This design comes from an exercise in tuning for a short achievable clock period and few clock cycles on the open sky130 flow, not from production work. Only simulation tests tie the RTL to the original design; equivalence was not proved. Power figures rest on the tool's default switching activity, not on a simulated workload.

--- design/flow/constraint.sdc ---
create_clock -name core_clock -period 9.0 [get_ports {clock}]
set_input_delay 1.8000 -clock core_clock [delete_from_list [all_inputs] [get_ports {clock}]]
set_output_delay 1.8000 -clock core_clock [all_outputs]
set_load 0.01 [all_outputs]
--- design/flow/design.v ---
package rv_core_pkg;
	localparam int xlen = 32;
	typedef struct packed {
		logic [6:0] funct_7;
		logic [4:0] rs_2;
		logic [4:0] rs_1;
		logic [2:0] funct_3;
		logic [4:0] rd;
		logic [4:0] op;
		logic [1:0] low;
	} inst_t;
	typedef logic [4:0] reg_index_t;
	localparam logic [4:0] op_lui     = 5'b01101;
	localparam logic [4:0] op_jal     = 5'b11011;
	localparam logic [4:0] op_branch  = 5'b11000;
	localparam logic [4:0] op_store   = 5'b01000;
	localparam logic [4:0] op_alu_imm = 5'b00100;
	localparam logic [4:0] op_alu_reg = 5'b01100;
	localparam logic [2:0] f3_add  = 3'b000;
	localparam logic [2:0] f3_sll  = 3'b001;
	localparam logic [2:0] f3_slt  = 3'b010;
	localparam logic [2:0] f3_sltu = 3'b011;
	localparam logic [2:0] f3_xor  = 3'b100;
	localparam logic [2:0] f3_srl  = 3'b101;
	localparam logic [2:0] f3_or   = 3'b110;
	localparam logic [2:0] f3_and  = 3'b111;
	localparam logic [2:0] f3_beq  = 3'b000;
	localparam logic [2:0] f3_bne  = 3'b001;
	localparam logic [2:0] f3_blt  = 3'b100;
	localparam logic [2:0] f3_bge  = 3'b101;
	localparam logic [2:0] f3_bltu = 3'b110;
	localparam logic [2:0] f3_bgeu = 3'b111;
	typedef enum logic [3:0] {
		alu_add, alu_sub, alu_sll, alu_slt, alu_sltu, alu_xor,
		alu_srl, alu_sra, alu_or, alu_and, alu_pass
	} alu_op_t;
	typedef enum logic [2:0] {
		br_none, br_beq, br_bne, br_blt, br_bge, br_bltu, br_bgeu
	} branch_op_t;
	typedef struct packed {
		logic [xlen-1:0] pc;
		inst_t           inst;
	} fetch_item_t;
	typedef struct packed {
		logic [xlen-1:0] pc;
		logic [xlen-1:0] value_1;
		logic [xlen-1:0] value_2;
		reg_index_t      rs_1;
		reg_index_t      rs_2;
		reg_index_t      rd;
		logic [xlen-1:0] imm;
		logic [3:0]      alu_op;
		branch_op_t      branch_op;
		logic            use_imm;
		logic            is_jal;
		logic            is_store;
		logic            writes_rd;
	} decode_item_t;
endpackage
module rv_core
#(
	parameter int              addr_bits = 30,
	parameter logic [31:0]     reset_pc  = '0
) (
	input  logic                 clock,
	input  logic                 rst,
	output logic [31:0]          pc_out,
	output logic                 inst_strobe,
	input  logic [31:0]          inst_in,
	input  logic                 inst_ack,
	output logic [addr_bits-1:0] addr,
	output logic [31:0]          data_out,
	output logic [3:0]           select,
	output logic                 write,
	output logic                 data_strobe,
	input  logic                 data_ack
);
	localparam int sq_depth = 4;
	localparam int sq_bits = 2;
	localparam logic [sq_bits:0] sq_full = sq_depth;
	logic [31:0] pc;
	logic        d_valid;
	logic [31:0] d_inst;
	logic [31:0] d_pc;
	logic        x_valid;
	logic [31:0] x_a, x_b, x_imm;
	logic        x_fwd_a, x_fwd_b;
	logic        x_sub, x_sel_add, x_sel_slt, x_sel_sltu, x_sel_xor, x_sel_or, x_sel_and;
	logic        x_sel_sll, x_sel_sr, x_arith;
	logic        x_writes;
	logic [4:0]  x_rd;
	logic        x_branch;
	logic [2:0]  x_f3;
	logic        x_pred;
	logic [31:0] x_alt_pc;
	logic        x_store;
	logic        w_valid;
	logic [4:0]  w_rd;
	logic [31:0] w_value;
	logic [31:0] regs [1:31];
	logic [addr_bits-1:0] sq_addr [sq_depth];
	logic [31:0]          sq_data [sq_depth];
	logic [sq_bits-1:0] sq_head, sq_tail;
	logic [sq_bits:0]   sq_count;
	logic [4:0]  d_op, d_rs1, d_rs2, d_rd;
	logic [2:0]  d_f3;
	logic        d_lui, d_jal, d_br, d_st, d_alui, d_alur;
	logic        d_writes, d_pred;
	logic [31:0] imm_i, imm_s, imm_b, imm_j, imm_u;
	logic [31:0] d_link, d_target;
	logic [31:0] rf_1, rf_2, d_val_1, d_val_2;
	logic        d_fwd_1, d_fwd_2;
	assign d_op  = d_inst[6:2];
	assign d_rd  = d_inst[11:7];
	assign d_f3  = d_inst[14:12];
	assign d_rs1 = d_inst[19:15];
	assign d_rs2 = d_inst[24:20];
	assign d_lui  = d_op == 5'b01101;
	assign d_jal  = d_op == 5'b11011;
	assign d_br   = d_op == 5'b11000 && d_f3[2:1] != 2'b01;
	assign d_st   = d_op == 5'b01000;
	assign d_alui = d_op == 5'b00100;
	assign d_alur = d_op == 5'b01100;
	assign d_writes = (d_lui || d_jal || d_alui || d_alur) && d_rd != 5'd0;
	assign d_pred   = d_jal || (d_br && d_inst[31]);
	assign imm_i = {{20{d_inst[31]}}, d_inst[31:20]};
	assign imm_s = {{20{d_inst[31]}}, d_inst[31:25], d_inst[11:7]};
	assign imm_b = {{19{d_inst[31]}}, d_inst[31], d_inst[7], d_inst[30:25], d_inst[11:8], 1'b0};
	assign imm_j = {{11{d_inst[31]}}, d_inst[31], d_inst[19:12], d_inst[20], d_inst[30:21], 1'b0};
	assign imm_u = {d_inst[31:12], 12'b0};
	assign d_link   = d_pc + 32'd4;
	assign d_target = d_pc + (d_jal ? imm_j : imm_b);
	assign rf_1 = (d_rs1 == 5'd0) ? 32'd0 : regs[d_rs1];
	assign rf_2 = (d_rs2 == 5'd0) ? 32'd0 : regs[d_rs2];
	assign d_val_1 = (w_valid && w_rd == d_rs1) ? w_value : rf_1;
	assign d_val_2 = (w_valid && w_rd == d_rs2) ? w_value : rf_2;
	assign d_fwd_1 = x_valid && x_writes && x_rd == d_rs1;
	assign d_fwd_2 = x_valid && x_writes && x_rd == d_rs2;
	logic [31:0] op_a, op_b, sum, shl, shr, result, st_addr;
	logic        eq, lt, ltu, taken, mispredict, stall, push;
	assign op_a = x_fwd_a ? w_value : x_a;
	assign op_b = x_fwd_b ? w_value : x_b;
	assign sum = op_a + (x_sub ? ~op_b : op_b) + {31'd0, x_sub};
	assign shl = op_a << op_b[4:0];
	assign shr = 32'($signed({x_arith && op_a[31], op_a}) >>> op_b[4:0]);
	assign eq  = op_a == op_b;
	assign lt  = $signed(op_a) < $signed(op_b);
	assign ltu = op_a < op_b;
	assign result = ({32{x_sel_add}}  & sum)
		| ({32{x_sel_slt}}  & {31'd0, lt})
		| ({32{x_sel_sltu}} & {31'd0, ltu})
		| ({32{x_sel_xor}}  & (op_a ^ op_b))
		| ({32{x_sel_or}}   & (op_a | op_b))
		| ({32{x_sel_and}}  & (op_a & op_b))
		| ({32{x_sel_sll}}  & shl)
		| ({32{x_sel_sr}}   & shr);
	always_comb begin
		case (x_f3)
			3'b000:  taken = eq;
			3'b001:  taken = !eq;
			3'b100:  taken = lt;
			3'b101:  taken = !lt;
			3'b110:  taken = ltu;
			default: taken = !ltu;
		endcase
	end
	assign mispredict = x_valid && x_branch && (taken != x_pred);
	assign st_addr = op_a + x_imm;
	assign stall = x_valid && x_store && sq_count == sq_full;
	assign push  = x_valid && x_store && !stall;
	logic redirect_d;
	assign redirect_d = d_valid && d_pred && !stall && !mispredict;
	always_ff @(posedge clock) begin
		if (rst) begin
			pc <= reset_pc;
			d_valid <= 1'b0;
			x_valid <= 1'b0;
			w_valid <= 1'b0;
		end else begin
			if (mispredict) begin
				pc <= x_alt_pc;
				d_valid <= 1'b0;
			end else if (stall) begin
			end else if (redirect_d) begin
				pc <= d_target;
				d_valid <= 1'b0;
			end else begin
				d_valid <= inst_ack;
				if (inst_ack)
					pc <= pc + 32'd4;
			end
			if (!stall)
				x_valid <= d_valid && !mispredict;
			w_valid <= x_valid && x_writes && !stall;
		end
	end
	always_ff @(posedge clock) begin
		if (!stall && !mispredict && !redirect_d && inst_ack) begin
			d_inst <= inst_in;
			d_pc <= pc;
		end
	end
	always_ff @(posedge clock) begin
		if (!stall) begin
			x_fwd_a <= d_fwd_1 && !d_lui && !d_jal;
			x_fwd_b <= d_fwd_2 && (d_alur || d_br || d_st);
			x_a <= d_lui ? 32'd0 : (d_jal ? d_link : d_val_1);
			x_b <= d_lui ? imm_u : (d_jal ? 32'd0 : (d_alui ? imm_i : d_val_2));
			x_imm <= imm_s;
			x_sub <= d_alur && d_f3 == 3'b000 && d_inst[30];
			x_sel_add  <= d_lui || d_jal || ((d_alui || d_alur) && d_f3 == 3'b000);
			x_sel_slt  <= (d_alui || d_alur) && d_f3 == 3'b010;
			x_sel_sltu <= (d_alui || d_alur) && d_f3 == 3'b011;
			x_sel_xor  <= (d_alui || d_alur) && d_f3 == 3'b100;
			x_sel_or   <= (d_alui || d_alur) && d_f3 == 3'b110;
			x_sel_and  <= (d_alui || d_alur) && d_f3 == 3'b111;
			x_sel_sll  <= (d_alui || d_alur) && d_f3 == 3'b001;
			x_sel_sr   <= (d_alui || d_alur) && d_f3 == 3'b101;
			x_arith    <= d_inst[30];
			x_writes <= d_writes;
			x_rd <= d_rd;
			x_branch <= d_br;
			x_f3 <= d_f3;
			x_pred <= d_pred;
			x_alt_pc <= d_pred ? d_link : d_target;
			x_store <= d_st;
		end
	end
	always_ff @(posedge clock) begin
		if (x_valid && x_writes && !stall) begin
			w_rd <= x_rd;
			w_value <= result;
		end
	end
	always_ff @(posedge clock) begin
		if (rst) begin
			for (int i = 1; i < 32; i++)
				regs[i] <= '0;
		end else if (w_valid) begin
			regs[w_rd] <= w_value;
		end
	end
	logic pop, out_free, sq_empty, to_fifo, from_fifo;
	assign pop       = data_strobe && data_ack;
	assign out_free  = !data_strobe || pop;
	assign sq_empty  = sq_count == '0;
	assign from_fifo = out_free && !sq_empty;
	assign to_fifo   = push && !(out_free && sq_empty);
	always_ff @(posedge clock) begin
		if (rst) begin
			data_strobe <= 1'b0;
			sq_head <= '0;
			sq_tail <= '0;
			sq_count <= '0;
		end else begin
			if (out_free)
				data_strobe <= !sq_empty || push;
			if (from_fifo)
				sq_head <= sq_head + 1'b1;
			if (to_fifo)
				sq_tail <= sq_tail + 1'b1;
			sq_count <= sq_count + {{sq_bits{1'b0}}, to_fifo} - {{sq_bits{1'b0}}, from_fifo};
		end
	end
	always_ff @(posedge clock) begin
		if (out_free) begin
			if (!sq_empty) begin
				addr <= sq_addr[sq_head];
				data_out <= sq_data[sq_head];
			end else begin
				addr <= st_addr[addr_bits+1:2];
				data_out <= op_b;
			end
		end
		if (to_fifo) begin
			sq_addr[sq_tail] <= st_addr[addr_bits+1:2];
			sq_data[sq_tail] <= op_b;
		end
	end
	assign pc_out = pc;
	assign inst_strobe = 1'b1;
	assign select = 4'b1111;
	assign write = data_strobe;
endmodule
--- design/flow/run.sh ---
#!/bin/bash
# synth_recipe.tcl (not shown) runs the flow's synth.tcl, then flattens the netlist and writes it again
# the make line also repeats each setting of config.mk as NAME=value (left out here)
make -C /OpenROAD-flow-scripts/flow DESIGN_CONFIG=/design/flow/config.mk WORK_HOME=/design/flow/orfs CLKGATE_MAP_FILE= SYNTH_SCRIPT=/design/flow/synth_recipe.tcl finish
--- design/flow/config.mk ---
export PLATFORM = sky130hd
export DESIGN_NAME = rv_core
export DESIGN_NICKNAME = rv_core
export VERILOG_FILES = /design/flow/design.v
export SDC_FILE = /design/flow/constraint.sdc
export NUM_CORES = 4
export LEC_CHECK = 0
export CAP_MARGIN = 20
export CORE_MARGIN = 2
export CORE_UTILIZATION = 40
export SLEW_MARGIN = 20
==> impl_metrics.prom, run 1 <==
# TYPE chip_impl_metric gauge
chip_impl_info{name="status",value="no timing/DRC/antenna violations"} 1
chip_impl_metric{name="yosys_register_bits",unit=""} 1614
chip_impl_metric{name="floorplan.rows",unit=""} 173
chip_impl_metric{name="stdcell_count",unit=""} 9420
chip_impl_metric{name="yosys_warnings",unit=""} 1
chip_impl_metric{name="initial_antenna_violation_count",unit=""} 9
chip_impl_info{name="worstHoldStart",value="x_alt_pc[18]"} 1
chip_impl_info{name="reg2reg_launch_point",value="x_fwd_b"} 1
chip_impl_info{name="grt_setup_unrepaired",value="no"} 1
chip_impl_metric{name="grt_start_max_net_pins",unit=""} 105
chip_impl_metric{name="clock-sinks",unit=""} 1614
chip_impl_metric{name="ctsHoldBuffers",unit=""} 0
chip_impl_metric{name="place_congestion",unit=""} 0.958
chip_impl_info{name="synth_top_flop_cell",value="edfxtp_1"} 1
chip_impl_info{name="worst_setup_path_start_kind",value="flop"} 1
chip_impl_metric{name="pwr_density_cell",unit="nW/um^2"} 214
chip_impl_metric{name="power_frac_clock",unit=""} 0.328
chip_impl_metric{name="post_cts.resized_instances",unit=""} 0
chip_impl_metric{name="distinct_cell_type_count_after_synthesis",unit=""} 90
chip_impl_metric{name="synth.cell_area",unit="um^2"} 88900
chip_impl_metric{name="power.switching",unit="uW"} 6480
chip_impl_info{name="critical_path.top_delay_family",value="simple AND/OR/NAND/NOR gates"} 1
chip_impl_metric{name="global_route.usage.total",unit=""} 0.259
chip_impl_metric{name="slowest_delay",unit="ps"} 900
chip_impl_metric{name="vdd_drop_max",unit="uV"} 162
chip_impl_metric{name="clk_path_buf_depth",unit=""} 3
chip_impl_metric{name="finalSetupViolations",unit=""} 0
chip_impl_metric{name="yosysSeqAreaShare",unit=""} 0.539
chip_impl_info{name="hold_wc_path_type",value="reg -> reg"} 1
chip_impl_info{name="critPathMostFrequentCell",value="buf_4"} 1
chip_impl_info{name="tritoncts_clock_tree",value="yes"} 1
chip_impl_metric{name="p_seq_frac",unit=""} 0.432
chip_impl_metric{name="wl",unit="um"} 296000
chip_impl_metric{name="period_minus_slack",unit="ps"} 6640
chip_impl_metric{name="finalClockSkew",unit="ps"} 67.0
chip_impl_metric{name="grt_first_pass_wirelength",unit="um"} 419000
chip_impl_metric{name="numPortBuffers",unit=""} 129
chip_impl_metric{name="finalCritPeriodShare",unit=""} 0.738
chip_impl_metric{name="maxSlewViolCount",unit=""} 0
chip_impl_metric{name="dpl_worst_slack",unit="ps"} 2230
chip_impl_metric{name="internal_power",unit="uW"} 14800
chip_impl_metric{name="core_area",unit="um^2"} 222000
chip_impl_metric{name="drc",unit=""} 0
chip_impl_metric{name="cts_post_setup_buffers_inserted",unit=""} 0
chip_impl_metric{name="detail_route.wl_per_cell",unit="um"} 31.4
chip_impl_metric{name="syn_inst",unit=""} 6332
chip_impl_info{name="chain_of_cells_forming_the_critical_path",value="buf_4 > mux2i_1 > ha_1 > nor4_1 > nand4_1 > nor3_2 > nor3b_1 > and3_1 > o31a_1 > buf_4 > nor3_4 > buf_4 > mux2_2"} 1
chip_impl_metric{name="clock_latency",unit="ps"} 860
chip_impl_metric{name="clk_pin_slew_worst_setup_hold_paths",unit="ps"} 60
chip_impl_metric{name="die-width",unit="um"} 475
chip_impl_metric{name="avgSynthCellArea",unit="um^2"} 14.0
chip_impl_metric{name="timing.setup.tns",unit="ps"} 0
chip_impl_metric{name="dr.first_iter.drc_count",unit=""} 6682
chip_impl_metric{name="die-height",unit="um"} 475
chip_impl_metric{name="buffering_stage_count_on_the_worst_path_with_inverters_included",unit=""} 3
chip_impl_metric{name="fmax",unit="MHz"} 151
chip_impl_metric{name="first_pass_iters",unit=""} 7
chip_impl_metric{name="synth-async-reset-ratio",unit=""} 0
chip_impl_metric{name="gr-total-overflow",unit=""} 0
chip_impl_metric{name="max_cap_viol_count",unit=""} 0
chip_impl_info{name="synthDominantAreaCellType",value="edfxtp_1"} 1
chip_impl_metric{name="die_area",unit="um^2"} 226000
chip_impl_metric{name="nets",unit=""} 6533
chip_impl_metric{name="timing_worst_slew_pin_value",unit="ps"} 1180
chip_impl_metric{name="tritoncts.num_buffers",unit=""} 174
chip_impl_metric{name="area_delta_synth_final",unit="%"} 12.1
chip_impl_metric{name="synth-edff-count",unit=""} 1559
chip_impl_info{name="end_kind",value="flop"} 1
chip_impl_metric{name="postRouteAntennaNets",unit=""} 0
chip_impl_info{name="ys_top_cells_by_area",value="edfxtp_1 53%, mux4_2 18%, and2_1 7.1%, ha_1 2.7%, mux2i_1 2.7%"} 1
chip_impl_metric{name="boundaryPins",unit=""} 137
chip_impl_metric{name="power.combinational.fraction",unit=""} 0.240
chip_impl_info{name="cp-startpoint",value="x_fwd_b"} 1
chip_impl_metric{name="post-route-worst-setup-slack",unit="ps"} 2360
chip_impl_metric{name="vias_per_cell",unit=""} 6.08
chip_impl_metric{name="worstPathRequired",unit="ps"} 9730
chip_impl_metric{name="post-place-cells",unit=""} 9087
chip_impl_metric{name="power.switching_fraction",unit=""} 0.305
chip_impl_metric{name="cp_max_fo",unit=""} 41
chip_impl_metric{name="dpl.hpwl",unit="um"} 191000
chip_impl_metric{name="p_leak",unit="uW"} 0.0354
chip_impl_metric{name="cts.htree.levels",unit=""} 4
chip_impl_metric{name="flop2flop_setup_slack",unit="ps"} 2360
chip_impl_metric{name="post_route_cells_drive_above_1_share",unit=""} 0.204
chip_impl_info{name="crit_type",value="reg -> reg"} 1
chip_impl_metric{name="initial_core_util",unit=""} 0.401
chip_impl_metric{name="vias",unit=""} 57300
chip_impl_metric{name="timing.slew.headroom",unit=""} 0.214
chip_impl_info{name="cts_root_buf",value="clkbuf_16"} 1
chip_impl_info{name="critical_path.slowest_cell",value="edfxtp_1"} 1
chip_impl_metric{name="grt_pass1_vias",unit=""} 57000
chip_impl_metric{name="hold_violations",unit=""} 0
chip_impl_metric{name="synth_top_area_frac",unit=""} 0.527
chip_impl_metric{name="worst_ep_arrival_time",unit="ps"} 7370
==> area by class of cell <==
cell class,instances,area [um^2]
Timing Repair Buffer,326,2970
Multi-Input combinational cell,4064,39100
Sequential cell,1614,48000
Clock buffer,227,4650
Inverter,119,454
Antenna cell,7,17.5
Fill cell,19600,122000
Tap cell,2975,3720
Clock inverter,88,767
==> stage by stage <==
step | utilization | hold slack (ps) | instance area [um^2] | power, uW
2_1_floorplan | - | 421 | 88900 | 12400
3_3_place_gp | 0.424 | 456 | 93900 | 14300
3_5_place_dp | 0.424 | 473 | 94000 | 14400
4_1_cts | 0.448 | 490 | 99400 | 21300
5_1_grt | 0.449 | 508 | 99600 | 22000
6_report | 0.449 | 496 | 99600 | 21300
==> sequential cells by signal, summed over array words and instances, names as in the netlist, 2 cells and up, named ones only <==
| signal | count |
|---|---|
| sq_head | 2 |
| addr | 30 |
| x_alt_pc | 32 |
| d_inst | 30 |
| x_f3 | 3 |
| x_b | 32 |
| w_value | 32 |
| d_pc | 32 |
| data_out | 32 |
| sq_data | 128 |
| sq_tail | 2 |
| x_imm | 12 |
| x_a | 32 |
| sq_addr | 120 |
| w_rd | 5 |
| regs | 1024 |
| pc | 32 |
| sq_count | 3 |
==> power by group through the flow <==
stage | clock network [uW] | registers (uW) | logic [uW]
after floorplan | 0 | 9260 | 3180
after global routing | 7340 | 9240 | 5430
final | 6980 | 9190 | 5100
after CTS | 7050 | 9190 | 5040
after detailed placement | 0 | 9350 | 5020
after global placement | 0 | 9330 | 5000
==> routing by layer <==
layer	GRT usage	wire length, um	share of wire
met5	0	28	0.000095
met1	0.337	115000	0.39
met2	0.420	141000	0.47
met3	0.0519	25600	0.086
met4	0.116	14900	0.050
==> tightest hold or removal path, stage by stage (launching register included) <==
cell,delay [ps]
edfxtp_1,320
o211ai_1,80
o41ai_1,60
==> cell usage in the layout (no fill, tap or decap), types with 19 or more instances in the layout <==
| cell type | netlist | routed |
|---|---|---|
| a21o_1 | 46 | 46 |
| mux4_2 | 703 | 703 |
| nor2_1 | 279 | 243 |
| a22o_1 | 20 | 20 |
| mux2_2 | 42 | 42 |
| nor2b_1 | 19 | 19 |
| clkinv_2 | 0 | 21 |
| o21bai_1 | 22 | 20 |
| and2_1 | 1007 | 1003 |
| ha_1 | 195 | 195 |
| inv_1 | 114 | 112 |
| clkbuf_1 | 418 | 48 |
| xor2_1 | 67 | 67 |
| edfxtp_1 | 1559 | 1559 |
| nor2_4 | 0 | 22 |
| mux2i_1 | 236 | 232 |
| clkbuf_16 | 0 | 178 |
| nor3_1 | 25 | 24 |
| dfxtp_1 | 55 | 43 |
| o21ai_4 | 0 | 31 |
| nand3_1 | 69 | 69 |
| and3_1 | 28 | 28 |
| nand4_1 | 26 | 26 |
| clkinv_1 | 2 | 41 |
| nand2_1 | 284 | 283 |
| xnor2_1 | 124 | 124 |
| a21oi_1 | 225 | 225 |
| a211oi_1 | 62 | 62 |
| o21ai_0 | 244 | 212 |
| clkdlybuf4s50_1 | 0 | 128 |
| o211ai_1 | 49 | 49 |
| buf_4 | 8 | 177 |
| o22ai_1 | 22 | 22 |
==> cell families after synthesis <==
group,after synthesis,synth area share
compound gates,859,0.0611
flops,1614,0.539
simple gates,1819,0.112
mux,992,0.212
xor+xnor,191,0.0188
fa+ha+maj,198,0.0281
buf+inv,658,0.0287
other cells,1,0.0000422
==> Yosys cell counts (20+ instances only) <==
cell type / number
o211ai_1: 49
nand3_1: 69
dfxtp_1: 55
o22ai_1: 22
edfxtp_1: 1559
and3_1: 28
clkbuf_1: 418
o21bai_1: 22
a21oi_1: 225
nor3_1: 25
and2_1: 1007
mux2_2: 42
xor2_1: 67
xnor2_1: 124
a22o_1: 20
ha_1: 195
a211oi_1: 62
buf_2: 31
o21ai_0: 244
nor2_1: 279
nand2_1: 284
a21o_1: 46
mux4_2: 703
mux2i_1: 236
inv_1: 114
buf_1: 80
nand4_1: 26
==> worst paths after layout <==
| path | end | depth (start not counted) |
|---|---|---|
| setup reg to reg | flop | 13 |
| hold reg to reg | pc[18] | 2 |
| hold / removal | pc[18] | 2 |
| setup / recovery | flop | 13 |
Testbench counts, summed over its fixed seeds: cycles 43,406.
==> run 2, diff against run 1 <==
--- a/design/flow/design.v
+++ b/design/flow/design.v
@@ -119,3 +119,3 @@
 	assign d_jal  = d_op == 5'b11011;
-	assign d_br   = d_op == 5'b11000 && d_f3[2:1] != 2'b01;
+	assign d_br   = d_op == 5'b11000 && d_f3[2:1] != 2'b01 && imm_b != 32'd4;
 	assign d_st   = d_op == 5'b01000;
@@ -124,3 +124,3 @@
 	assign d_writes = (d_lui || d_jal || d_alui || d_alur) && d_rd != 5'd0;
-	assign d_pred   = d_jal || (d_br && d_inst[31]);
+	assign d_pred   = d_jal || (d_op == 5'b11000 && d_f3[2:1] != 2'b01 && d_inst[31]);
 	assign imm_i = {{20{d_inst[31]}}, d_inst[31:20]};
@@ -138,2 +138,11 @@
 	assign d_fwd_2 = x_valid && x_writes && x_rd == d_rs2;
+	logic        f_jal, f_pred;
+	logic [12:0] f_imm, f_lo;
+	logic [31:0] f_next;
+	assign f_jal  = inst_in[6:2] == 5'b11011;
+	assign f_pred = f_jal || (inst_in[6:2] == 5'b11000 && inst_in[14:13] != 2'b01 && inst_in[31]);
+	assign f_imm  = f_jal ? {inst_in[12], inst_in[20], inst_in[30:21], 1'b0}
+		: {inst_in[31], inst_in[7], inst_in[30:25], inst_in[11:8], 1'b0};
+	assign f_lo   = pc[12:0] + f_imm;
+	assign f_next = f_pred ? {pc[31:13], f_lo} : pc + 32'd4;
 	logic [31:0] op_a, op_b, sum, shl, shr, result, st_addr;
@@ -171,3 +180,3 @@
 	logic redirect_d;
-	assign redirect_d = d_valid && d_pred && !stall && !mispredict;
+	assign redirect_d = d_valid && d_pred && d_target[31:13] != d_pc[31:13] && !stall && !mispredict;
 	always_ff @(posedge clock) begin
@@ -189,3 +198,3 @@
 				if (inst_ack)
-					pc <= pc + 32'd4;
+					pc <= f_next;
 			end
@@ -197,3 +206,3 @@
 	always_ff @(posedge clock) begin
-		if (!stall && !mispredict && !redirect_d && inst_ack) begin
+		if (!stall) begin
 			d_inst <= inst_in;
@@ -234,4 +243,7 @@
 	end
-	always_ff @(posedge clock) begin
-		if (rst) begin
+	logic rst_rf;
+	always_ff @(posedge clock)
+		rst_rf <= rst;
+	always_ff @(posedge clock) begin
+		if (rst_rf) begin
 			for (int i = 1; i < 32; i++)
--- a/design/flow/config.mk
+++ b/design/flow/config.mk
@@ -10,2 +10,3 @@
 export CORE_UTILIZATION = 40
+export SETUP_SLACK_MARGIN = 5
 export SLEW_MARGIN = 20
==> run 2 against run 1 <==
  * Still clean
  * Wire length is 6.4% higher
  * Clock-buffer cell count is 21 lower
  * Via count up 6.8%
  * Clock power is 3% higher
  * Clock skew is 22 ps lower
  * Non-clock buffer count rose by 188
  * Die area grew 1.3%
  * Final cell count grew 5.0%
  * Synthesized cell count increased by 4.3%
  * Sequential share of layout area shrank 2.5 points
  * Sequential cell count up 1
  * Critical path type unchanged
  * Largest cell class unchanged
==> impl_metrics.prom, run 2 <==
# TYPE chip_impl_metric gauge
chip_impl_info{name="end_kind",value="flop"} 1
chip_impl_metric{name="worstPathRequired",unit="ps"} 9740
chip_impl_metric{name="area_delta_synth_final",unit="%"} 16.9
chip_impl_info{name="r2r-end",value="pc[19]"} 1
chip_impl_info{name="worstHoldStart",value="x_alt_pc[1]"} 1
chip_impl_metric{name="clock_latency",unit="ps"} 850
chip_impl_metric{name="grt_start_max_net_pins",unit=""} 139
chip_impl_metric{name="vdd_drop_max",unit="uV"} 157
chip_impl_info{name="worst_setup_path_start_kind",value="flop"} 1
chip_impl_metric{name="numPortBuffers",unit=""} 129
chip_impl_metric{name="first_pass_iters",unit=""} 7
chip_impl_info{name="status",value="no timing/DRC/antenna violations"} 1
chip_impl_info{name="regMostFlops",value="regs"} 1
chip_impl_metric{name="grt_first_pass_wirelength",unit="um"} 442000
chip_impl_metric{name="met1Wirelength",unit="um"} 122000
chip_impl_metric{name="place_congestion",unit=""} 0.992
chip_impl_info{name="mostFrequentLayoutCells",value="1,559 x edfxtp_1, 1,002 x and2_1, 702 x mux4_2"} 1
chip_impl_info{name="biggestRegsByFlops",value="regs (1024), sq_data (128), sq_addr (120)"} 1
chip_impl_metric{name="wl",unit="um"} 315000
chip_impl_metric{name="gr-total-overflow",unit=""} 0
chip_impl_info{name="cts_root_buf",value="clkbuf_16"} 1
chip_impl_info{name="whs_endpoint",value="pc[1]"} 1
chip_impl_metric{name="initial_antenna_violation_count",unit=""} 10
chip_impl_metric{name="finalSetupViolations",unit=""} 0
chip_impl_metric{name="vias",unit=""} 61200
chip_impl_metric{name="clk_pin_slew_worst_setup_hold_paths",unit="ps"} 60
chip_impl_metric{name="timing.setup.tns",unit="ps"} 0
chip_impl_metric{name="pwr_density_cell",unit="nW/um^2"} 199
chip_impl_metric{name="die_area",unit="um^2"} 229000
chip_impl_metric{name="cp_max_fo",unit=""} 6
chip_impl_metric{name="nets",unit=""} 7000
chip_impl_metric{name="dr_wl_met2",unit="um"} 145000
chip_impl_metric{name="dpl.hpwl",unit="um"} 190000
chip_impl_metric{name="period_minus_slack",unit="ps"} 4810
chip_impl_info{name="synthDominantAreaCellType",value="edfxtp_1"} 1
chip_impl_info{name="ys_top_cells_by_area",value="edfxtp_1 52%, mux4_2 18%, and2_1 7.0%, ha_1 2.9%, mux2i_1 1.9%"} 1
chip_impl_metric{name="distinct_cell_type_count_after_synthesis",unit=""} 93
chip_impl_info{name="grt_setup_unrepaired",value="yes"} 1
chip_impl_metric{name="largest_register_ffs",unit=""} 1024
chip_impl_metric{name="postRouteAntennaNets",unit=""} 0
chip_impl_metric{name="cts.htree.levels",unit=""} 4
chip_impl_metric{name="final_util",unit=""} 0.469
chip_impl_info{name="hold_wc_path_type",value="reg -> reg"} 1
chip_impl_metric{name="boundaryPins",unit=""} 137
chip_impl_metric{name="core_area",unit="um^2"} 224000
chip_impl_metric{name="syn_inst",unit=""} 6604
chip_impl_metric{name="avgSynthCellArea",unit="um^2"} 13.6
chip_impl_info{name="crit_type",value="reg -> reg"} 1
chip_impl_metric{name="fmax",unit="MHz"} 208
chip_impl_metric{name="synth.cell_area",unit="um^2"} 90000
chip_impl_info{name="tritoncts_clock_tree",value="yes"} 1
chip_impl_metric{name="die-height",unit="um"} 478
chip_impl_metric{name="total_power",unit="uW"} 21000
chip_impl_metric{name="worst_ep_arrival_time",unit="ps"} 5550
chip_impl_info{name="highest-signal-layer",value="met4"} 1
chip_impl_metric{name="synth-async-reset-ratio",unit=""} 0
chip_impl_metric{name="p_leak",unit="uW"} 0.0380
chip_impl_info{name="reg2reg_launch_point",value="d_inst[4]"} 1
chip_impl_metric{name="tritoncts.num_buffers",unit=""} 174
chip_impl_metric{name="yosys_warnings",unit=""} 1
chip_impl_metric{name="finalCritPeriodShare",unit=""} 0.535
chip_impl_metric{name="vias_per_cell",unit=""} 6.18
chip_impl_metric{name="layout.filler_cells",unit=""} 19600
chip_impl_metric{name="initial_core_util",unit=""} 0.401
chip_impl_info{name="yosys.cell_count.top_type",value="edfxtp_1"} 1
chip_impl_metric{name="yosysSeqAreaShare",unit=""} 0.533
chip_impl_metric{name="clk_path_buf_depth",unit=""} 3
chip_impl_metric{name="detail_route.wl_per_cell",unit="um"} 31.9
chip_impl_metric{name="met3WireLength",unit="um"} 32900
chip_impl_metric{name="hold_depth",unit=""} 2
chip_impl_metric{name="post_route_cells_drive_above_1_share",unit=""} 0.260
chip_impl_metric{name="grt_pass1_vias",unit=""} 60000
chip_impl_metric{name="floorplan.rows",unit=""} 174
chip_impl_metric{name="drc",unit=""} 0
chip_impl_metric{name="timing.slew.headroom",unit=""} 0.0667
chip_impl_metric{name="die-width",unit="um"} 478
chip_impl_metric{name="finalClockSkew",unit="ps"} 45.1
chip_impl_metric{name="yosys_register_bits",unit=""} 1615
chip_impl_metric{name="max_cap_viol_count",unit=""} 0
chip_impl_metric{name="global_route.usage.total",unit=""} 0.269
chip_impl_metric{name="timing_worst_slew_pin_value",unit="ps"} 1400
chip_impl_metric{name="flop2flop_setup_slack",unit="ps"} 4190
chip_impl_metric{name="synth_top_area_frac",unit=""} 0.520
chip_impl_metric{name="r2r.worst_path.cells",unit=""} 20
chip_impl_metric{name="maxSlewViolCount",unit=""} 0
chip_impl_info{name="layout_commonest_cell",value="edfxtp_1"} 1
chip_impl_metric{name="synth-edff-count",unit=""} 1559
chip_impl_metric{name="dr.first_iter.drc_count",unit=""} 8237
chip_impl_metric{name="clock-sinks",unit=""} 1615
chip_impl_metric{name="hold_violations",unit=""} 0
chip_impl_info{name="synth.cells.most_frequent",value="1,559 x edfxtp_1, 1,008 x and2_1, 702 x mux4_2"} 1
chip_impl_info{name="synth_top_flop_cell",value="edfxtp_1"} 1
==> run 2: layout make-up <==
class / count / area (um^2) / share of cell area
clock buffers: 206 / 4570 / 0.0434
clock inverters: 113 / 1000 / 0.00955
flip-flops and latches: 1615 / 48000 / 0.456
diodes: 3 / 7.51 / 0.0000714
repair buffers: 514 / 5020 / 0.0477
well taps: 2992 / 3740 / 0.0356
multi-input cells: 4286 / 42300 / 0.402
inverters: 163 / 627 / 0.00596
==> run 2: kinds of logic (layout without fill, tap and decap cells) <==
logic type      count (synthesis)  after routing  synth area share
simple gates                 2039           2049             0.122
flops                        1615           1615             0.533
fa+ha+maj                     210            210            0.0295
compound gates                906            906            0.0650
xor+xnor                      208            208            0.0212
buf+inv                       718            996            0.0307
other cells                     1              8         0.0000417
mux                           907            908             0.199
==> run 2: worst max path at each step <==
stage | from | endpoint | depth (start not counted)
6_report | d_inst[4] | pc[19] | 20
5_1_grt | d_inst[6] | pc[5] | 19
2_1_floorplan | inst_in[4] | pc[11] | 17
3_3_place_gp | x_fwd_a | pc[16] | 16
4_1_cts | d_inst[4] | pc[27] | 19
3_5_place_dp | x_fwd_a | pc[14] | 17
==> run 2: what timing repair did <==
item | CTS | global route
buffers inserted | 138 | 70
hold buffers | 0 | 0
pin swaps | 92 | 103
setup endpoints to repair | 254 | 137
cloned | 17 | 4
gates resized for setup | 296 | 186
==> run 2: where the power goes <==
group / internal, uW / switching [uW] / leakage, uW
clock: 4010 / 3150 / 0.00272
sequential: 8810 / 314 / 0.0164
combinational: 2000 / 2670 / 0.0189
==> run 2: per-stage QoR <==
stage          hold WS, ps  worst slack, ps  area, um^2  instances
6_report               456             4190      105000       9892
2_1_floorplan          418             4250       90500       6608
3_5_place_dp           441             2390       94900       9340
3_3_place_gp           443             2250       94900       9338
4_1_cts                456             4180      104000       9814
5_1_grt                483             4050      105000       9889
==> run 2: per-layer routing <==
| metal | GRT usage | vias to the layer above |
|---|---|---|
| li1 | - | 25500 |
| met1 | 0.360 | 31500 |
| met2 | 0.422 | 3487 |
| met3 | 0.0602 | 651 |
| met4 | 0.114 | 0 |
| met5 | 0 | - |
==> run 2: worst max-delay path: stages, from the launching register on <==
cell and delay (ps):
edfxtp_1 500, and3b_2 330, and3_4 270, buf_12 120
buf_6 100, nand2_1 60, nand2_2 130, ha_4 220
and3_4 160, nor4bb_4 150, a2111o_2 560, a21o_1 250
a21oi_4 220, nor3_2 70, a2111o_1 390, nor4b_4 240
buf_6 160, and2_4 250, o21ai_2 70, or3_1 380
o211ai_1 90
Testbench counts of run 2, summed over its fixed seeds: cycles 40,451.
==> run 3, diff against run 2 <==
--- a/design/flow/design.v
+++ b/design/flow/design.v
@@ -84,2 +84,3 @@
 	logic [31:0] d_pc;
+	logic        d_fix;       
 	logic        x_valid;
@@ -138,11 +139,2 @@
 	assign d_fwd_2 = x_valid && x_writes && x_rd == d_rs2;
-	logic        f_jal, f_pred;
-	logic [12:0] f_imm, f_lo;
-	logic [31:0] f_next;
-	assign f_jal  = inst_in[6:2] == 5'b11011;
-	assign f_pred = f_jal || (inst_in[6:2] == 5'b11000 && inst_in[14:13] != 2'b01 && inst_in[31]);
-	assign f_imm  = f_jal ? {inst_in[12], inst_in[20], inst_in[30:21], 1'b0}
-		: {inst_in[31], inst_in[7], inst_in[30:25], inst_in[11:8], 1'b0};
-	assign f_lo   = pc[12:0] + f_imm;
-	assign f_next = f_pred ? {pc[31:13], f_lo} : pc + 32'd4;
 	logic [31:0] op_a, op_b, sum, shl, shr, result, st_addr;
@@ -180,3 +172,9 @@
 	logic redirect_d;
-	assign redirect_d = d_valid && d_pred && d_target[31:13] != d_pc[31:13] && !stall && !mispredict;
+	assign redirect_d = d_valid && d_fix && !stall && !mispredict;
+	logic [31:0] pc_next;
+	logic        f_fix;
+	rv_next_pc next_pc_i (
+		.pc, .inst(inst_in), .inst_ack, .mispredict, .alt_pc(x_alt_pc), .stall,
+		.redirect_d, .d_target, .pc_next, .fix(f_fix)
+	);
 	always_ff @(posedge clock) begin
@@ -188,14 +186,7 @@
 		end else begin
-			if (mispredict) begin
-				pc <= x_alt_pc;
+			pc <= pc_next;
+			if (mispredict || redirect_d)
 				d_valid <= 1'b0;
-			end else if (stall) begin
-			end else if (redirect_d) begin
-				pc <= d_target;
-				d_valid <= 1'b0;
-			end else begin
+			else if (!stall)
 				d_valid <= inst_ack;
-				if (inst_ack)
-					pc <= f_next;
-			end
 			if (!stall)
@@ -209,2 +200,3 @@
 			d_pc <= pc;
+			d_fix <= f_fix;
 		end
@@ -296 +288,39 @@
 endmodule
+module rv_next_pc (
+	input  logic [31:0] pc,
+	input  logic [31:0] inst,
+	input  logic        inst_ack,
+	input  logic        mispredict,
+	input  logic [31:0] alt_pc,
+	input  logic        stall,
+	input  logic        redirect_d,
+	input  logic [31:0] d_target,
+	output logic [31:0] pc_next,
+	output logic        fix
+);
+	logic        jal, pred, carry, hi_zero, hi_ones;
+	logic [12:0] imm, lo;
+	logic [31:0] seq, f_next;
+	assign jal  = inst[6:2] == 5'b11011;
+	assign pred = jal || (inst[6:2] == 5'b11000 && inst[14:13] != 2'b01 && inst[31]);
+	assign imm  = jal ? {inst[12], inst[20], inst[30:21], 1'b0}
+		: {inst[31], inst[7], inst[30:25], inst[11:8], 1'b0};
+	assign {carry, lo} = {1'b0, pc[12:0]} + {1'b0, imm};
+	assign hi_zero = !inst[31] && (!jal || inst[19:13] == 7'd0);
+	assign hi_ones = inst[31] && (!jal || inst[19:13] == 7'h7f);
+	assign fix = pred && !((hi_zero && !carry) || (hi_ones && carry));
+	assign seq    = pc + 32'd4;
+	assign f_next = pred ? {pc[31:13], lo} : seq;
+	always_comb begin
+		if (mispredict)
+			pc_next = alt_pc;
+		else if (stall)
+			pc_next = pc;
+		else if (redirect_d)
+			pc_next = d_target;
+		else if (inst_ack)
+			pc_next = f_next;
+		else
+			pc_next = pc;
+	end
+endmodule
--- a/design/flow/config.mk
+++ b/design/flow/config.mk
@@ -12 +12,2 @@
 export SLEW_MARGIN = 20
+export SYNTH_HIERARCHICAL = 1
==> run 3 against run 2 <==
  * Still clean on timing, DRC and antenna
  * Sequential cell count increased by 1
  * Register-to-register slack got worse by 180 ps
  * Wire length fell by 0.52%
  * Area after synthesis is 0.47% higher
  * Die area grew 0.46%
  * Via count is essentially flat
  * Fmax is 3.6% lower
  * Combinational power fell by 3%
  * Hold slack better by 34 ps
  * Synthesized cell count up 0.50%
  * First-iteration DRC count shrank 10%
  * Final cell count fell by 0.23%
  * Largest power group unchanged
==> impl_metrics.prom, run 3 <==
# TYPE chip_impl_metric gauge
chip_impl_metric{name="placedInstanceArea",unit="um^2"} 95000
chip_impl_metric{name="clock_latency",unit="ps"} 840
chip_impl_metric{name="fmax",unit="MHz"} 200
chip_impl_metric{name="maxSlewViolCount",unit=""} 0
chip_impl_info{name="synthDominantAreaCellType",value="edfxtp_1"} 1
chip_impl_metric{name="drc",unit=""} 0
chip_impl_metric{name="p_leak",unit="uW"} 0.0376
chip_impl_metric{name="post_route_cells_drive_above_1_share",unit=""} 0.244
chip_impl_metric{name="finalClockSkew",unit="ps"} 53.6
chip_impl_metric{name="worstPathRequired",unit="ps"} 9650
chip_impl_metric{name="die-width",unit="um"} 479
chip_impl_metric{name="post-route-cell-area",unit="um^2"} 104000
chip_impl_metric{name="core_area",unit="um^2"} 225000
chip_impl_metric{name="clk_pin_slew_worst_setup_hold_paths",unit="ps"} 60
chip_impl_metric{name="boundaryPins",unit=""} 137
chip_impl_metric{name="syn_inst",unit=""} 6637
chip_impl_metric{name="largest_register_ffs",unit=""} 1024
chip_impl_metric{name="vias_per_cell",unit=""} 6.19
chip_impl_info{name="yosys.cell_count.top_type",value="edfxtp_1"} 1
chip_impl_metric{name="postRouteAntennaNets",unit=""} 0
chip_impl_metric{name="multi_input_comb_area",unit="um^2"} 42000
chip_impl_metric{name="finalCritPeriodShare",unit=""} 0.554
chip_impl_metric{name="synth.cell_area",unit="um^2"} 90400
chip_impl_metric{name="timing.slew.headroom",unit=""} 0.163
chip_impl_metric{name="area_delta_synth_final",unit="%"} 15.5
chip_impl_info{name="status",value="no timing/DRC/antenna violations"} 1
chip_impl_metric{name="hold_depth",unit=""} 0
chip_impl_info{name="biggestRegsByFlops",value="regs (1024), sq_data (128), sq_addr (120)"} 1
chip_impl_metric{name="first_pass_iters",unit=""} 6
chip_impl_metric{name="sequential_cell_area",unit="um^2"} 48000
chip_impl_info{name="ys_top_cells_by_area",value="edfxtp_1 52%, mux4_2 17%, and2_1 7.0%, ha_1 2.9%, mux2i_1 2.4%"} 1
chip_impl_metric{name="tritoncts.num_buffers",unit=""} 174
chip_impl_metric{name="distinct_cell_type_count_after_synthesis",unit=""} 95
chip_impl_metric{name="initial_core_util",unit=""} 0.402
chip_impl_metric{name="numPortBuffers",unit=""} 129
chip_impl_metric{name="grt_pass1_vias",unit=""} 60100
chip_impl_metric{name="ctsHoldBuffers",unit=""} 0
chip_impl_metric{name="dpl.hpwl",unit="um"} 190000
chip_impl_metric{name="nets",unit=""} 6980
chip_impl_metric{name="die-height",unit="um"} 479
chip_impl_info{name="regMostFlops",value="regs"} 1
chip_impl_info{name="synth.cells.most_frequent",value="1,560 x edfxtp_1, 1,014 x and2_1, 702 x mux4_2"} 1
chip_impl_metric{name="vdd_drop_max",unit="uV"} 162
chip_impl_metric{name="synth-async-reset-ratio",unit=""} 0
chip_impl_info{name="worst_setup_path_start_kind",value="flop"} 1
chip_impl_metric{name="cts.htree.levels",unit=""} 4
chip_impl_metric{name="clock-sinks",unit=""} 1616
chip_impl_metric{name="die_area",unit="um^2"} 230000
chip_impl_metric{name="worst_ep_arrival_time",unit="ps"} 5640
chip_impl_info{name="grt_setup_unrepaired",value="yes"} 1
chip_impl_metric{name="hold_violations",unit=""} 0
chip_impl_metric{name="vias",unit=""} 61100
chip_impl_metric{name="clk_path_buf_depth",unit=""} 3
chip_impl_info{name="tritoncts_clock_tree",value="yes"} 1
chip_impl_metric{name="synth-edff-count",unit=""} 1560
chip_impl_info{name="cts_root_buf",value="clkbuf_16"} 1
chip_impl_info{name="crit_type",value="reg -> reg"} 1
chip_impl_metric{name="global_route.usage.total",unit=""} 0.268
chip_impl_info{name="mostFrequentLayoutCells",value="1,560 x edfxtp_1, 1,007 x and2_1, 702 x mux4_2"} 1
chip_impl_info{name="end_kind",value="flop"} 1
chip_impl_metric{name="r2r.worst_path.cells",unit=""} 22
chip_impl_metric{name="yosys_register_bits",unit=""} 1616
chip_impl_metric{name="grt_start_max_net_pins",unit=""} 144
chip_impl_metric{name="grt_first_pass_wirelength",unit="um"} 441000
chip_impl_metric{name="timing_worst_slew_pin_value",unit="ps"} 1250
chip_impl_metric{name="avgSynthCellArea",unit="um^2"} 13.6
chip_impl_metric{name="detail_route.wl_per_cell",unit="um"} 31.8
chip_impl_info{name="hold_wc_path_type",value="reg -> reg"} 1
chip_impl_metric{name="synth_top_area_frac",unit=""} 0.518
chip_impl_metric{name="yosysSeqAreaShare",unit=""} 0.530
chip_impl_metric{name="initial_antenna_violation_count",unit=""} 24
chip_impl_metric{name="max_cap_viol_count",unit=""} 0
chip_impl_metric{name="yosys_warnings",unit=""} 8
chip_impl_info{name="synth_top_flop_cell",value="edfxtp_1"} 1
chip_impl_metric{name="place_congestion",unit=""} 0.970
chip_impl_info{name="layout_commonest_cell",value="edfxtp_1"} 1
chip_impl_metric{name="wl",unit="um"} 314000
chip_impl_metric{name="gr-total-overflow",unit=""} 0
chip_impl_metric{name="timing.setup.tns",unit="ps"} 0
chip_impl_metric{name="dr.first_iter.drc_count",unit=""} 7394
chip_impl_metric{name="floorplan.rows",unit=""} 174
chip_impl_metric{name="layout.filler_cells",unit=""} 19700
chip_impl_metric{name="period_minus_slack",unit="ps"} 4990
chip_impl_metric{name="cp_max_fo",unit=""} 7
chip_impl_metric{name="pwr_density_cell",unit="nW/um^2"} 200
chip_impl_metric{name="finalSetupViolations",unit=""} 0
run 3: layout make-up:
type | count | share of cell area
inverter | 131 | 0.00499
clock inverter | 89 | 0.00856
timing repair buffer | 466 | 0.0446
sequential | 1616 | 0.459
antenna | 6 | 0.000144
clock buffer | 225 | 0.0449
tap | 2992 | 0.0358
multi-input combinational | 4344 | 0.402
run 3: routing by layer:
metal  track usage  up-vias  part of all wire
met5             0        -           0.00035
met4         0.115       16             0.048
met3        0.0505      688             0.092
met2         0.431     3358              0.47
met1         0.355    31500              0.39
li1              -    25600                 -
run 3: logic make-up (layout without fill, tap and decap cells):
kind of cell | after synthesis | count (layout) | share of synthesized area
multiplexers | 956 | 957 | 0.204
buffers and inverters | 684 | 911 | 0.0300
XOR/XNOR | 169 | 169 | 0.0164
adder cells (fa/ha/maj) | 211 | 211 | 0.0295
other | 1 | 11 | 0.0000415
flip-flops | 1616 | 1616 | 0.530
AND/OR/NAND/NOR | 2058 | 2060 | 0.123
AO/OA/AOI/OAI | 942 | 942 | 0.0668
run 3: Yosys stat by module (local to each module, per instance):
module | times used | flip-flops and latches | cells inside
rv_core | 1 | 1616 | 6227
rv_next_pc | 1 | 0 | 410
run 3: worst max-delay path: stages (launching register included):
cell,delay [ps]
edfxtp_1,380
buf_12,160
buf_6,190
mux2i_4,370
ha_4,200
nor4_4,60
nand4b_1,120
buf_6,140
a21oi_4,50
or4_4,580
a211o_4,420
o41ai_4,370
o211a_4,240
and3_4,220
nor4_4,60
buf_12,150
buf_6,150
nor2b_1,110
nand4_1,160
o32a_1,310
nor2_1,100
o31ai_1,80
nor2b_1,140
run 3: power breakdown:
| group | switching (uW) | total (uW) | leakage [uW] | internal (uW) |
|---|---|---|---|---|
| Combinational | 2650 | 4550 | 0.0185 | 1900 |
| Clock | 3110 | 7190 | 0.00272 | 4080 |
| Sequential | 316 | 9130 | 0.0164 | 8810 |
run 3: path summary, 6_finish.rpt:
path | end | slack, ps | startpoint
max | pc[15] | 4010 | x_fwd_b
min | x_rd[1] | 490 | d_inst[8]
max reg2reg | pc[15] | 4010 | x_fwd_b
min reg2reg | x_rd[1] | 490 | d_inst[8]
run 3: per-stage QoR:
step | cells | power, uW | hold WS, ps | utilization | setup slack (ps)
after floorplan | 6641 | 11800 | 421 | - | 4470
after global placement | 9364 | 13400 | 472 | 0.423 | 1690
after detailed placement | 9366 | 13400 | 472 | 0.423 | 1670
after CTS | 9818 | 20800 | 485 | 0.461 | 4070
after global routing | 9865 | 21500 | 519 | 0.465 | 3850
final | 9869 | 20900 | 490 | 0.465 | 4010
run 3: timing repair:
action | 4_1_cts | 5_1_grt
pin swaps | 62 | 72
setup buffers | 125 | 42
endpoints found under the setup margin | 224 | 122
gates resized for setup | 300 | 114
cloned | 13 | 2
Testbench counts of run 3, summed over its fixed seeds: cycles 40,451.

-- re-timing with driven ports --
The flow's constraints put no driver on any port. The routed layouts listed below were extracted and timed again, unchanged, in two steps. Step 1 sets driving cells, clkbuf_16 on the clock port and buf_2 on the other inputs (assumed; they add their load-dependent delay and slew). Step 2, shift: input delay + t, output delay - t, t = (earliest + latest rising clock arrival at the registers) / 2. This alone moves slack from input paths to output paths. a / b / c = no drivers / after step 1 / after step 2; a / b = the first two.
| run | shift t [ns] | setup slack, ns | clock arrival spread, ns | slew at the worst register clock pin (ns) |
|---|---|---|---|---|
| run 1 | 0.905 | 2.357 / 2.357 / 2.357 | 0.070 / 0.070 | 0.07 / 0.07 |
| run 2 | 0.913 | 4.188 / 4.188 / 3.505 | 0.049 / 0.049 | 0.07 / 0.07 |
| run 3 | 0.901 | 4.011 / 4.011 / 4.011 | 0.055 / 0.055 | 0.08 / 0.08 |
After both steps every run listed still meets setup and hold. The setup slack of run 2, which loses most, moves by 0.000 ns with the drivers and by -0.683 ns with both steps.
